Context: an optimization exercise on an open-source flow, tuned for a short achievable clock period, few clock cycles and low power. The choices shown serve that exercise and are no tape-out recipe.
Function was checked by simulation only, so behaviour that the tests miss may differ from the original.
Power is estimated from default activity; no workload was simulated.

File: design/flow/run.sh
#!/bin/bash
# synth_recipe.tcl (not shown) runs the flow's synth.tcl, then flattens the netlist and writes it again
# the make line also repeats each setting of config.mk as NAME=value (left out here)
make -C /OpenROAD-flow-scripts/flow DESIGN_CONFIG=/design/flow/config.mk WORK_HOME=/design/flow/orfs CLKGATE_MAP_FILE= SYNTH_SCRIPT=/design/flow/synth_recipe.tcl finish
File: design/flow/config.mk
export PLATFORM = sky130hd
export DESIGN_NAME = core_top
export DESIGN_NICKNAME = core_top
export VERILOG_FILES = /design/flow/design.v
export SDC_FILE = /design/flow/constraint.sdc
export NUM_CORES = 4
export LEC_CHECK = 0
export CAP_MARGIN = 20
export CORE_MARGIN = 2
export CORE_UTILIZATION = 65
export CTS_CLUSTER_DIAMETER = 80
export CTS_CLUSTER_SIZE = 20
export PLACE_DENSITY = 0.75
export SETUP_SLACK_MARGIN = 5
export SLEW_MARGIN = 20
File: design/flow/constraint.sdc
create_clock -name core_clock -period 8.0 [get_ports {clk}]
set_input_delay 1.6000 -clock core_clock [delete_from_list [all_inputs] [get_ports {clk}]]
set_output_delay 1.6000 -clock core_clock [all_outputs]
set_load 0.01 [all_outputs]
File: design/flow/design.v
package cpu_pkg;
    parameter int WORD_W    = 16;
    parameter int BYTE_W    = 8;
    parameter int PADDR_W   = 20;
    parameter int REG_IDX_W = 3;
endpackage
`timescale 1ns/100ps
import cpu_pkg::*;
module core_top #(
    parameter logic [cpu_pkg::PADDR_W-1:0] CODE_BASE   = '0,
    parameter logic [cpu_pkg::PADDR_W-1:0] DATA_BASE   = 20'h01000,
    parameter logic [cpu_pkg::PADDR_W-1:0] STACK_BASE  = 20'h02000,
    parameter logic [cpu_pkg::WORD_W-1:0]  SP_INIT     = 16'h0100,
    parameter int                          QUEUE_DEPTH = 4
) (
    input  logic                        clk,
    input  logic                        rst,
    output logic [cpu_pkg::PADDR_W-1:0] rom_addr,
    input  logic [cpu_pkg::BYTE_W-1:0]  rom_data,
    output logic                        mem_en,
    output logic                        mem_we,
    output logic [cpu_pkg::PADDR_W-1:0] mem_addr,
    output logic [cpu_pkg::WORD_W-1:0]  mem_wdata,
    input  logic [cpu_pkg::WORD_W-1:0]  mem_rdata,
    output logic                        halted
);
    localparam int PC_W = 12;
    localparam int MA_W = 17;
    localparam logic [2:0] S_OP    = 3'd0;
    localparam logic [2:0] S_MODRM = 3'd1;
    localparam logic [2:0] S_D1    = 3'd2;
    localparam logic [2:0] S_D2    = 3'd3;
    localparam logic [2:0] S_HALT  = 3'd4;
    localparam logic [2:0] K_IMM  = 3'd1;
    localparam logic [2:0] K_RR   = 3'd2;
    localparam logic [2:0] K_LD   = 3'd3;
    localparam logic [2:0] K_ST   = 3'd4;
    localparam logic [2:0] K_PUSH = 3'd5;
    localparam logic [2:0] K_POP  = 3'd6;
    logic [PC_W-1:0]    pc;
    logic [2:0]         st;
    logic               run;
    logic               halted_q;
    logic               f_two;      
    logic               f_sext;     
    logic               f_opd;      
    logic               f_opw;      
    logic               x_valid;
    logic [2:0]         x_kind;
    logic [2:0]         x_wp;       
    logic               x_lo;       
    logic               x_hi;       
    logic [2:0]         x_sp;       
    logic               x_shi;      
    logic [3:0]         x_use;      
    logic [WORD_W-1:0]  x_data;
    logic               m_en;
    logic               m_we;
    logic [WORD_W-1:0]  m_a;
    logic               m_stack;
    logic [WORD_W-1:0]  m_wd;
    logic               ld1_v;
    logic [2:0]         ld1_dst;
    logic               ld2_v;
    logic [2:0]         ld2_dst;
    logic [WORD_W-1:0]  regs [8];
    logic               is_imm, is_rr, is_ld, is_st, is_push, is_pop, is_mem;
    logic               use_src, is_wr, xw;
    logic               haz1, haz2;
    logic               stall;
    logic               go;
    logic               fen;
    logic               fwd;
    logic [WORD_W-1:0]  rv;
    logic [BYTE_W-1:0]  rb;
    logic [WORD_W-1:0]  xv;
    logic [WORD_W-1:0]  base_b;
    logic [WORD_W-1:0]  base_i;
    logic [WORD_W-1:0]  cs_s;
    logic [WORD_W-1:0]  cs_c;
    logic [WORD_W-1:0]  dsum;
    logic [WORD_W-1:0]  ssum;
    logic [WORD_W-1:0]  addr;
    assign is_imm  = (x_kind == K_IMM);
    assign is_rr   = (x_kind == K_RR);
    assign is_ld   = (x_kind == K_LD);
    assign is_st   = (x_kind == K_ST);
    assign is_push = (x_kind == K_PUSH);
    assign is_pop  = (x_kind == K_POP);
    assign is_mem  = is_ld | is_st | is_push | is_pop;
    assign use_src = is_rr | is_st | is_push;
    assign is_wr   = is_imm | is_rr;
    assign xw      = x_lo & x_hi;
    function automatic logic base_hit(input logic [4:0] use_, input logic [2:0] r);
        base_hit = (use_[0] && r == 3'd3) || (use_[1] && r == 3'd5) ||
                   (use_[2] && r == 3'd6) || (use_[3] && r == 3'd7) ||
                   (use_[4] && r == 3'd4);
    endfunction
    logic [4:0] use5;
    assign use5 = {is_push || is_pop, x_use};
    assign haz1  = ld1_v && ((use_src && x_sp == ld1_dst) ||
                             (is_wr && x_wp == ld1_dst) ||
                             base_hit(use5, ld1_dst));
    assign haz2  = ld2_v && base_hit(use5, ld2_dst);
    assign stall = x_valid && (haz1 || haz2);
    assign go    = x_valid && !stall;
    assign fen   = run && !stall;
    assign fwd = ld2_v && (x_sp == ld2_dst);
    assign rv  = fwd ? mem_rdata : regs[x_sp];
    assign rb  = x_shi ? rv[15:8] : rv[7:0];
    always_comb begin
        if (is_imm) xv = xw ? x_data : {x_data[7:0], x_data[7:0]};
        else        xv = xw ? rv : {rb, rb};
    end
    function automatic logic [WORD_W-1:0] ks_add(input logic [WORD_W-1:0] x,
                                                 input logic [WORD_W-1:0] y);
        logic [WORD_W-1:0] g, p, g2, p2;
        g = x & y;
        p = x ^ y;
        for (int d = 1; d < WORD_W; d = d * 2) begin
            g2 = g;
            p2 = p;
            for (int i = d; i < WORD_W; i++) begin
                g2[i] = g[i] | (p[i] & g[i-d]);
                p2[i] = p[i] & p[i-d];
            end
            g = g2;
            p = p2;
        end
        ks_add = (x ^ y) ^ {g[WORD_W-2:0], 1'b0};
    endfunction
    assign base_b = ({WORD_W{x_use[0]}} & regs[3]) | ({WORD_W{x_use[1]}} & regs[5]);
    assign base_i = ({WORD_W{x_use[2]}} & regs[6]) | ({WORD_W{x_use[3]}} & regs[7]);
    assign cs_s = base_b ^ base_i ^ x_data;
    assign cs_c = {(base_b[14:0] & base_i[14:0]) | (base_b[14:0] & x_data[14:0]) |
                   (base_i[14:0] & x_data[14:0]), 1'b0};
    assign dsum = ks_add(cs_s, cs_c);
    assign ssum = ks_add(regs[4], x_data);
    assign addr = (is_push || is_pop) ? ssum : dsum;
    always_ff @(posedge clk) begin
        m_a     <= addr;
        m_stack <= is_push || is_pop;
        m_we    <= is_st || is_push;
        m_wd    <= rv;
        ld1_dst <= x_wp;
        ld2_dst <= ld1_dst;
    end
    always_ff @(posedge clk or negedge rst) begin
        if (!rst) begin
            m_en  <= 1'b0;
            ld1_v <= 1'b0;
            ld2_v <= 1'b0;
        end else begin
            m_en  <= go && is_mem;
            ld1_v <= go && (is_ld || is_pop);
            ld2_v <= ld1_v;
        end
    end
    always_ff @(posedge clk or negedge rst) begin
        if (!rst) begin
            for (int i = 0; i < 8; i++) begin
                regs[i] <= (i == 4) ? SP_INIT : '0;
            end
        end else begin
            for (int i = 0; i < 8; i++) begin
                if (i == 4 && go && is_push) begin
                    regs[i] <= regs[i] - WORD_W'(2);
                end else if (i == 4 && go && is_pop) begin
                    regs[i] <= regs[i] + WORD_W'(2);
                end else begin
                    if (go && is_wr && x_lo && x_wp == 3'(i)) begin
                        regs[i][7:0] <= xv[7:0];
                    end else if (ld2_v && ld2_dst == 3'(i)) begin
                        regs[i][7:0] <= mem_rdata[7:0];
                    end
                    if (go && is_wr && x_hi && x_wp == 3'(i)) begin
                        regs[i][15:8] <= xv[15:8];
                    end else if (ld2_v && ld2_dst == 3'(i)) begin
                        regs[i][15:8] <= mem_rdata[15:8];
                    end
                end
            end
        end
    end
    logic [BYTE_W-1:0]  b;
    logic               done;
    logic [1:0]         skip;
    logic               direct;
    assign b = rom_data;
    assign f_opd  = x_shi;
    assign f_opw  = x_lo;
    assign f_sext = (x_kind != K_IMM) && x_shi;
    assign f_two  = (x_kind == K_IMM) ? (x_lo && x_hi) : !x_shi;
    assign direct = (b[7:6] == 2'b00) && (b[2:0] == 3'b110);
    always_comb begin
        done = 1'b0;
        skip = 2'd0;
        case (st)
            S_OP:    done = (b[7:4] == 4'h5);
            S_MODRM: begin
                done = (b[7:6] == 2'b11) ||
                       (f_opw && b[7:6] == 2'b00 && b[2:0] != 3'b110);
                if (!f_opw && b[7:6] != 2'b11) begin
                    skip = (b[7:6] == 2'b01) ? 2'd1 :
                           (b[7:6] == 2'b10 || direct) ? 2'd2 : 2'd0;
                end
            end
            S_D1:    done = !f_two;
            S_D2:    done = 1'b1;
            default: done = 1'b0;
        endcase
    end
    always_ff @(posedge clk or negedge rst) begin
        if (!rst) begin
            pc      <= '0;
            st      <= S_OP;
            run     <= 1'b1;
            halted_q <= 1'b0;
            x_valid <= 1'b0;
        end else begin
            run     <= run && (st != S_HALT);
            halted_q <= !run || (st == S_HALT) ||
                        (fen && st == S_OP && b == 8'hF4 && !(go && is_mem));
            x_valid <= stall || (fen && done);
            if (fen) begin
                pc <= pc + PC_W'(skip) + PC_W'(1);
                case (st)
                    S_OP: begin
                        if (b[7:2] == 6'b100010)           st <= S_MODRM;
                        else if (b[7:4] == 4'hB)           st <= S_D1;
                        else if (b == 8'hA1 || b == 8'hA3) st <= S_D1;
                        else if (b == 8'hF4)               st <= S_HALT;
                    end
                    S_MODRM: begin
                        if (!done && skip == 2'd0 && (f_opw || b[7:6] == 2'b11)) st <= S_D1;
                        else                                                   st <= S_OP;
                    end
                    S_D1: begin
                        st <= f_two ? S_D2 : S_OP;
                    end
                    default: st <= S_OP;
                endcase
            end
        end
    end
    always_ff @(posedge clk) begin
        if (fen) begin
            case (st)
                S_OP: begin
                    x_wp   <= b[2:0];
                    x_sp   <= b[2:0];
                    x_shi  <= 1'b0;
                    x_lo   <= 1'b1;
                    x_hi   <= 1'b1;
                    x_use  <= 4'b0000;
                    x_data <= b[3] ? WORD_W'(STACK_BASE) : WORD_W'(STACK_BASE - 2);
                    if (b[7:4] == 4'hB) begin
                        x_kind <= K_IMM;
                        if (!b[3]) begin
                            x_wp <= {1'b0, b[1:0]};
                            x_lo <= !b[2];
                            x_hi <= b[2];
                        end
                    end else if (b[7:4] == 4'h5) begin
                        x_kind <= b[3] ? K_POP : K_PUSH;
                    end else begin
                        x_kind <= b[1] ? K_ST : K_LD;
                        x_wp   <= 3'd0;
                        x_sp   <= 3'd0;
                        x_use  <= 4'b0000;
                    end
                    if (b[7:2] == 6'b100010) begin
                        x_shi <= b[1];
                        x_lo  <= b[0];
                    end
                end
                S_MODRM: begin
                    x_data <= WORD_W'(DATA_BASE);
                    if (b[7:6] == 2'b11) begin
                        x_kind <= K_RR;
                        if (f_opw) begin
                            x_wp  <= f_opd ? b[5:3] : b[2:0];
                            x_sp  <= f_opd ? b[2:0] : b[5:3];
                            x_shi <= 1'b0;
                            x_lo  <= 1'b1;
                            x_hi  <= 1'b1;
                        end else begin
                            x_wp  <= {1'b0, f_opd ? b[4:3] : b[1:0]};
                            x_sp  <= {1'b0, f_opd ? b[1:0] : b[4:3]};
                            x_shi <= f_opd ? b[2] : b[5];
                            x_lo  <= !(f_opd ? b[5] : b[2]);
                            x_hi  <= f_opd ? b[5] : b[2];
                        end
                    end else begin
                        x_kind <= f_opd ? K_LD : K_ST;
                        x_wp   <= b[5:3];
                        x_sp   <= b[5:3];
                        x_shi  <= (b[7:6] == 2'b01);
                    end
                    case (b[2:0])
                        3'd0:    x_use <= 4'b0101;
                        3'd1:    x_use <= 4'b1001;
                        3'd2:    x_use <= 4'b0110;
                        3'd3:    x_use <= 4'b1010;
                        3'd4:    x_use <= 4'b0100;
                        3'd5:    x_use <= 4'b1000;
                        3'd6:    x_use <= direct ? 4'b0000 : 4'b0010;
                        default: x_use <= 4'b0001;
                    endcase
                    if (b[7:6] == 2'b11) x_use <= 4'b0000;
                end
                S_D1: begin
                    x_data[7:0] <= b;
                    if (f_sext) x_data[15:8] <= {BYTE_W{b[7]}} + BYTE_W'(DATA_BASE >> 8);
                end
                S_D2: begin
                    x_data[15:8] <= (x_kind == K_IMM) ? b : b + BYTE_W'(DATA_BASE >> 8);
                end
                default: ;
            endcase
        end
    end
    assign rom_addr  = PADDR_W'(CODE_BASE << 4) + PADDR_W'(pc);
    assign mem_en    = m_en;
    assign mem_we    = m_we;
    assign mem_addr  = {3'b000,
                        m_stack ? (m_a[15:12] < 4'(STACK_BASE >> 12))
                                : (m_a[15:12] < 4'(DATA_BASE >> 12)),
                        m_a};
    assign mem_wdata = m_wd;
    assign halted    = halted_q;
endmodule
==> run notes <==
-- cell usage after synthesis (8+ instances only) --
library cell	number	area [um^2]
sky130_fd_sc_hd__a211oi_1	40	300
sky130_fd_sc_hd__a21o_1	10	75.1
sky130_fd_sc_hd__a21oi_1	132	661
sky130_fd_sc_hd__a22o_1	31	272
sky130_fd_sc_hd__a2bb2oi_1	9	78.8
sky130_fd_sc_hd__and3_1	19	119
sky130_fd_sc_hd__buf_1	15	56.3
sky130_fd_sc_hd__buf_2	18	90.1
sky130_fd_sc_hd__buf_4	22	165
sky130_fd_sc_hd__clkbuf_1	64	240
sky130_fd_sc_hd__dfrtp_1	147	3680
sky130_fd_sc_hd__dfxtp_1	40	801
sky130_fd_sc_hd__edfxtp_1	32	961
sky130_fd_sc_hd__fa_1	18	360
sky130_fd_sc_hd__ha_1	37	463
sky130_fd_sc_hd__inv_1	34	128
sky130_fd_sc_hd__mux2_2	38	428
sky130_fd_sc_hd__mux2i_1	112	1120
sky130_fd_sc_hd__mux4_2	15	338
sky130_fd_sc_hd__nand2_1	99	372
sky130_fd_sc_hd__nand2b_1	16	100
sky130_fd_sc_hd__nand3_1	43	215
sky130_fd_sc_hd__nand3b_1	8	60.1
sky130_fd_sc_hd__nand4_1	9	56.3
sky130_fd_sc_hd__nor2_1	116	435
sky130_fd_sc_hd__nor2b_1	39	244
sky130_fd_sc_hd__nor3_1	27	135
sky130_fd_sc_hd__nor3b_1	10	75.1
sky130_fd_sc_hd__o21a_1	10	75.1
sky130_fd_sc_hd__o21ai_0	68	340
sky130_fd_sc_hd__o21ai_1	8	40.0
sky130_fd_sc_hd__o221ai_1	12	105
sky130_fd_sc_hd__o22ai_1	8	50.1
sky130_fd_sc_hd__or3_1	20	125
sky130_fd_sc_hd__xnor2_1	29	254
sky130_fd_sc_hd__xor2_1	28	245
-- routing by layer --
layer  track usage (%)  part of all wire, %  up-vias
li1                  -                    -     5742
met1              56.1                   36     6379
met2              64.1                   44     1012
met3              7.26                   12      239
met4              20.8                  7.1        0
met5                 0                    0        -
-- timing repair --
item	CTS	global route
resized for setup	127	97
gates cloned	0	1
setup buffers	42	42
endpoints found under the setup margin	212	141
pin swaps	16	42
-- worst paths after layout --
kind | to | cells past startpoint
max in group asynchronous | regs[3][7] | 2
setup / recovery | m_a[15] | 12
min in group asynchronous | regs[7][11] | 1
hold / removal | ld2_v | 0
hold reg to reg | ld2_v | 0
setup reg to reg | m_a[15] | 12
-- cell type report --
class                      count  area (um^2)
clock buffer                  21          398
clock inverter                 4         57.6
fill                        1477         4700
inverter                      35          139
multi-input combinational   1161         9100
sequential                   221         5500
tap                          280          350
timing repair buffer         171         1710
-- sequential cells by signal, indices dropped and copies added (netlist names), 3 cells and up --
signal,cells
regs,128
m_a,16
m_wd,16
x_data,16
pc,12
x_use,4
ld1_dst,3
ld2_dst,3
st,3
x_kind,3
x_sp,3
x_wp,3
-- critical path: cells and delay by family, from the launching register on --
family	cells	cell delay (ns)
buffers and inverters	1	0.17
AO/OA/AOI/OAI	6	1.14
XOR/XNOR	1	0.16
adder cells (fa/ha/maj)	2	0.87
flip-flops	1	0.49
AND/OR/NAND/NOR	2	0.47
-- logic make-up (layout without fill, tap and decap cells) --
group | after synthesis | after routing
other cells | 1 | 11
simple gates | 454 | 454
fa+ha+maj | 55 | 55
flops | 221 | 221
mux | 165 | 165
compound gates | 418 | 418
buf+inv | 159 | 231
xor+xnor | 58 | 58
-- stage by stage --
| step | power [uW] | setup slack [ns] | hold slack [ns] | std cells |
|---|---|---|---|---|
| after floorplan | 1290 | 4.60 | 0.326 | 1541 |
| after global placement | 1360 | 3.80 | 0.365 | 1783 |
| after detailed placement | 1360 | 3.69 | 0.377 | 1783 |
| after CTS | 2150 | 4.66 | 0.414 | 1850 |
| after global routing | 2230 | 4.44 | 0.425 | 1893 |
| final | 2170 | 4.53 | 0.415 | 1893 |
-- where the power goes --
part	switching [uW]	leakage, uW	total, uW	internal [uW]
clock network	416	0.000217	805	389
registers	19.4	0.00255	1170	1150
logic	108	0.00507	189	81.3
==> flow_metrics.env <==
export IMPL_hold_path_startpoint="ld1_v"
export IMPL_leakage_uw=0.00783
export IMPL_timing_reg2reg_setup_slack_ns=4.53
export IMPL_first_iter_violations=1871
export IMPL_via_count_of_the_first_global_routing_pass=12495
export IMPL_layout_commonest_cell="sky130_fd_sc_hd__dfrtp_1"
export IMPL_io_buffer_count=73
export IMPL_synth_compound_area_share_pct=19.0
export IMPL_cts_tree="built"
export IMPL_end_kind="flop"
export IMPL_post_route_antenna_net_violation_count=0
export IMPL_final_hold_viol_count=0
export IMPL_grt_antenna_before_repair=0
export IMPL_cts_inserted_buffers=15
export IMPL_ys_dominant_reg_cell="sky130_fd_sc_hd__dfrtp_1"
export IMPL_vias_per_cell=7.06
export IMPL_cpPeakStageDelay_ns=0.63
export IMPL_coreArea_mm2=0.0220
export IMPL_final_min_period_over_clock_period_pct=43.4
export IMPL_die_h_um=154
export IMPL_largest_driver_fanout_on_the_critical_path=4
export IMPL_fin_worst_skew_ns=0.0307
export IMPL_finalNetCount=1686
export IMPL_worstHoldPathType="reg -> reg"
export IMPL_synth_yosys_seq_area_share_pct=37.5
export IMPL_post_synthesis_xor_xnor_area_fraction_pct=3.52
export IMPL_num_vias=13372
export IMPL_max_slew_worst_pin_slew_ns=1.02
export IMPL_cts_htree_levels=1
export IMPL_cts_num_sinks=221
export IMPL_yosys_register_bits=221
export IMPL_syn_mean_instance_area_um2=9.57
export IMPL_yosysUniqueCellTypes=90
export IMPL_dieWidth_um=154
export IMPL_timing_max_cap_violations=0
export IMPL_worstSetupPathType="reg -> reg"
export IMPL_maxClockFrequency_ghz=0.288
export IMPL_maxSlewViolCount=0
export IMPL_synth_instances=1531
export IMPL_synth_simple_gate_area_share_pct=16.5
export IMPL_post_route_drc_count=0
export IMPL_grt_overflow_total=0
export IMPL_fp_dieArea_mm2=0.0238
export IMPL_setup_viol=0
export IMPL_ctsRootBufferMaster="sky130_fd_sc_hd__clkbuf_16"
export IMPL_num_antenna_cells=0
export IMPL_finish_instance_area_mm2=0.0173
export IMPL_initial_core_util_pct=66.8
export IMPL_r2r_start="x_use[0]"
export IMPL_power_per_cell_area_mw_per_mm2=126
export IMPL_detailedRoute_firstPassIterationCount=7
export IMPL_dp_hpwl_um=33500
export IMPL_critical_path_slowest_cell="sky130_fd_sc_hd__fa_2"
export IMPL_post_synth_adder_cell_area_pct=5.62
export IMPL_multiplexer_area_fraction_after_synthesis_pct=12.9
export IMPL_crit_arrival_ns=3.82
export IMPL_wl_um=50700
export IMPL_grt_first_pass_wirelength_um=74900
export IMPL_setup_worst_path_start="x_use[0]"
export IMPL_top_level_ports=85
export IMPL_synth_yosys_warnings=2
export IMPL_min_period_ns=3.47
export IMPL_rsz0062_at_grt="true"
export IMPL_startpoint_type="flop"
export IMPL_clk_latency_ns=0.51
export IMPL_globalRouteTotalUtil_pct=41.2
export IMPL_avgRoutedWirePerCell_um=26.8
export IMPL_synth_edff_count=32
export IMPL_layout_drive_gt1_share_pct=19.5
export IMPL_area_growth_pct=17.7
export IMPL_synth_top_family_by_area="compound AO/OA/AOI/OAI gates"
export IMPL_worstPathRequired_ns=8.35
export IMPL_dpl_instance_area_mm2=0.0153
export IMPL_synth_area_mm2=0.0147
export IMPL_status="timing/DRC/antenna clean"
export IMPL_setup_tns_final_ns=0
export IMPL_asyncSetResetFlopFracSynth_pct=67.4
export IMPL_maximum_number_of_pins_on_one_net_before_global_route_repair=90
export IMPL_place_congestion=0.986
export IMPL_most_common_layout_cells="sky130_fd_sc_hd__dfrtp_1 (143), sky130_fd_sc_hd__a21oi_1 (123), sky130_fd_sc_hd__nor2_1 (112), sky130_fd_sc_hd__mux2i_1 (111), sky130_fd_sc_hd__nand2_1 (95)"
export IMPL_clk_slew_on_worst_s_h_paths_ns=0.09
export IMPL_timing_critical_path_cells="buf_6 > a22o_1 > fa_2 > ha_4 > nor2b_2 > o31a_1 > o211a_1 > or3_1 > o211ai_1 > o21ai_1 > xnor2_1 > a21oi_1"
export IMPL_number_of_buffers_on_the_longest_clock_path=3
export IMPL_slew_limit_headroom_pct=32.1
export IMPL_hold_buffers=0
export IMPL_rows=54
export IMPL_final_util_pct=78.6
export IMPL_vdd_ir_drop_max_mv=0.172
Testbench counts, summed over its fixed seeds: cycles 31,386.

[port drivers added, routing unchanged]
In the flow no input, the clock included, has a driving cell. The finished layout below was timed again as built, in two steps.
Step 1 (the two cells are an assumption about what drives the block):
set clk [get_ports {clk}]
set_driving_cell -lib_cell sky130_fd_sc_hd__clkbuf_16 $clk
set_driving_cell -lib_cell sky130_fd_sc_hd__buf_2 [delete_from_list [all_inputs] $clk]
Step 2 moves the port delays by t, midway between the first and last clock arrival at a register: inputs arrive t later, outputs are due t later. That takes back most of the time a late clock gives input paths.
Slacks: ideal ports / drivers / drivers and shift; pairs: ideal ports / drivers.
t, ns: 0.551
setup WS [ns]: 4.525 / 4.525 / 4.497
hold slack, ns: 0.415 / 0.415 / 0.415
worst setup path after step 2: input to register
clock arrival spread, ns: 0.031 / 0.030
After both steps setup and hold are still met in this run. The setup slack of this run moves by 0.000 ns with the drivers and by -0.028 ns with both steps.
